From an optimization exercise on the open Yosys and OpenROAD flow, aimed at small area, a short achievable clock period and few clock cycles per item; shortcuts taken in it are not production practice.
RTL that was checked went through simulation tests only; none was proved equivalent to the original.
Power and IR drop assume default switching activity.

==> flow/design.v (excerpt) <==
module xoroshiro_range_generator_top
(
  input  logic                 clk,
  input  logic                 rst,
  input  logic                 req_valid,
  output logic                 req_stall,
  input  xrg_pkg::xrg_req_t             req,
  output logic                 rsp_valid,
  input  logic                 rsp_stall,
  output xrg_pkg::xrg_rsp_t             rsp,
  input  logic                 cfg_valid,
  output logic                 cfg_ready,
  input  logic [xrg_pkg::CFG_IDX_W-1:0] cfg_index,
  input  logic [xrg_pkg::WORD_W-1:0]    cfg_data
);
  logic                      adv;
  logic [xrg_pkg::WORD_W-1:0] raw;
  assign cfg_ready = 1'b1;
  xrg_front u_front (
    .clk       (clk),
    .rst       (rst),
    .adv       (adv),
    .cfg_valid (cfg_valid),
    .cfg_index (cfg_index),
    .cfg_data  (cfg_data),
    .raw       (raw)
  );
  xrg_back u_back (
    .clk       (clk),
    .rst       (rst),
    .req_valid (req_valid),
    .req_stall (req_stall),
    .req       (req),
    .cfg_valid (cfg_valid),
    .raw       (raw),
    .adv       (adv),
    .rsp_valid (rsp_valid),
    .rsp_stall (rsp_stall),
    .rsp       (rsp)
  );
endmodule
Size in the first run: about 400 flip-flops, ~270 I/O pins.
clock: 6.0 ns
lec_check: 0
cap_margin: 20
core_margin: 2
core_utilization: 50
setup_slack_margin: 1.5
slew_margin: 20
run.sh (not shown) runs the stock make flow with config.mk's settings and CLKGATE_MAP_FILE= SYNTH_SCRIPT=/design/flow/synth_recipe.tcl, a recipe that flattens the netlist after the stock synthesis.
The starting point produced a clean layout.
Testbench counts at the start, summed over its fixed seeds: cycles 25,157, items 1,600.
Then changed:
--- a/flow/design.v
+++ b/flow/design.v
@@ -132,18 +132,16 @@
   output xrg_pkg::xrg_rsp_t          rsp
 );
   logic       st_a;       
   logic       st_div;     
   logic       st_fin;     
   logic [4:0] cnt;        
   logic [1:0] kind;
   logic       hi_ones;
-  logic       hi_zero;
-  logic       lo_eq_hi;
   logic       span_lt;
   logic       pend;       
   logic       err;
   logic [63:0] r;
   logic [63:0] b1;
   logic [63:0] rawq;      
   logic [63:0] nlo;       
   logic take;
@@ -221,16 +219,18 @@
       n8[3*g +: 3] = z4[2*g+1] ? {1'b1, n4[2*(2*g) +: 2]} : {1'b0, n4[2*(2*g+1) +: 2]};
     end
     for (int g = 0; g < 2; g++) begin
       z16[g] = z8[2*g+1] && z8[2*g];
       n16[4*g +: 4] = z8[2*g+1] ? {1'b1, n8[3*(2*g) +: 3]} : {1'b0, n8[3*(2*g+1) +: 3]};
     end
     k = z16[1] ? {1'b1, n16[3:0]} : {1'b0, n16[7:4]};
   end
+  logic b_zero;
+  assign b_zero = z16[1] && z16[0];
   logic [63:0] sh1;
   logic [63:0] sh2;
   logic [63:0] sh3;
   logic [63:0] sh4;
   assign sh1 = k[4] ? {b1[31:0],  {32{1'b1}}} : b1;
   assign sh2 = k[3] ? {sh1[47:0], {16{1'b1}}} : sh1;
   assign sh3 = k[2] ? {sh2[55:0], {8{1'b1}}}  : sh2;
   assign sh4 = k[1] ? {sh3[59:0], {4{1'b1}}}  : sh3;
@@ -243,30 +243,30 @@
   logic a_fin;            
   logic a_done;           
   logic a_zero;           
   logic div_last;
   assign is_raw   = (kind == REQ_RAW);
   assign is_upto  = (kind == REQ_UPTO);
   assign is_span  = (kind == REQ_SPAN);
   assign a_go     = st_a && out_free;
-  assign a_div    = (is_upto && !hi_ones && !hi_zero) ||
-                    (is_span && !span_lt && !hi_ones && !lo_eq_hi);
-  assign a_fin    = is_span && !span_lt && !hi_ones && lo_eq_hi;
+  assign a_div    = (is_upto && !hi_ones && !b_zero) ||
+                    (is_span && !span_lt && !hi_ones && !b_zero);
+  assign a_fin    = is_span && !span_lt && !hi_ones && b_zero;
   assign a_done   = !a_div && !a_fin;
-  assign a_zero   = (kind == 2'd3) || (is_upto && !hi_ones && hi_zero) ||
-                    (is_span && (span_lt || (!hi_ones && lo_eq_hi)));
+  assign a_zero   = (kind == 2'd3) || (is_upto && !hi_ones && b_zero) ||
+                    (is_span && (span_lt || (!hi_ones && b_zero)));
   assign div_last = (cnt == 5'd0);
   always_comb begin
     adv = 1'b0;
     if (st_a && pend) begin
       case (kind)
         REQ_RAW:  adv = 1'b1;
-        REQ_UPTO: adv = hi_ones || !hi_zero;
-        REQ_SPAN: adv = !span_lt && (hi_ones || !lo_eq_hi);
+        REQ_UPTO: adv = hi_ones || !b_zero;
+        REQ_SPAN: adv = !span_lt && (hi_ones || !b_zero);
         default:  adv = 1'b0;
       endcase
     end
   end
   logic       n_a;
   logic       n_div;
   logic       n_fin;
   logic [4:0] n_cnt;
@@ -328,18 +328,16 @@
     end else if (st_div) begin
       b1 <= div_last ? nlo : {2'b00, b1[63:2]};
     end
     if (take) begin
       rawq     <= raw;
       nlo      <= ~req.bound_low;
       kind     <= req.req_type;
       hi_ones  <= (req.bound_high == ALL_ONES);
-      hi_zero  <= (req.bound_high == '0);
-      lo_eq_hi <= (req.bound_high == req.bound_low);
       span_lt  <= !diff_co;
       pend     <= !cfg_valid;
     end
   end
 endmodule
 import xrg_pkg::*;
 module xoroshiro_range_generator_top
 (
Total power went down by 7.5%.
Global-route usage went down by 0.21 points.
Cell count is higher by 0.78%.
Clock-buffer cell count does not change.
Final area climbs by 0.87%.
Via count went down by 0.74%.
Routed wire length barely changes.
Synthesized cell count came out higher by 0.63%.
For the second run of this note, only the layout was checked, not whether the RTL still works.

separate check: timing with driven ports:
The results above use ideal ports. As a check the final layouts listed here were re-extracted and re-timed, cells and wires unchanged. Step 1 assumes that a clkbuf_16 drives the clock port and a buf_2 every other input. Step 2 moves the port delays by t, midway between the first and last clock arrival at a register: inputs arrive t later, outputs are due t later. That takes back most of the time a late clock gives input paths. a / b / c = ideal / step 1 / step 2; a / b = the first two.
| run | t, ns | setup slack, ns | worst register clock-pin slew, ns | cell pins on the clock port's net |
|---|---|---|---|---|
| the first run | 0.704 | 1.415 / 1.466 / 0.762 | 0.07 / 0.07 | 1 |
| the second run | 0.691 | 1.457 / 1.457 / 1.038 | 0.07 / 0.07 | 1 |
After both steps every run listed still meets setup and hold. The setup slack of the first run, which loses most, moves by +0.051 ns with the drivers and by -0.653 ns with both steps.
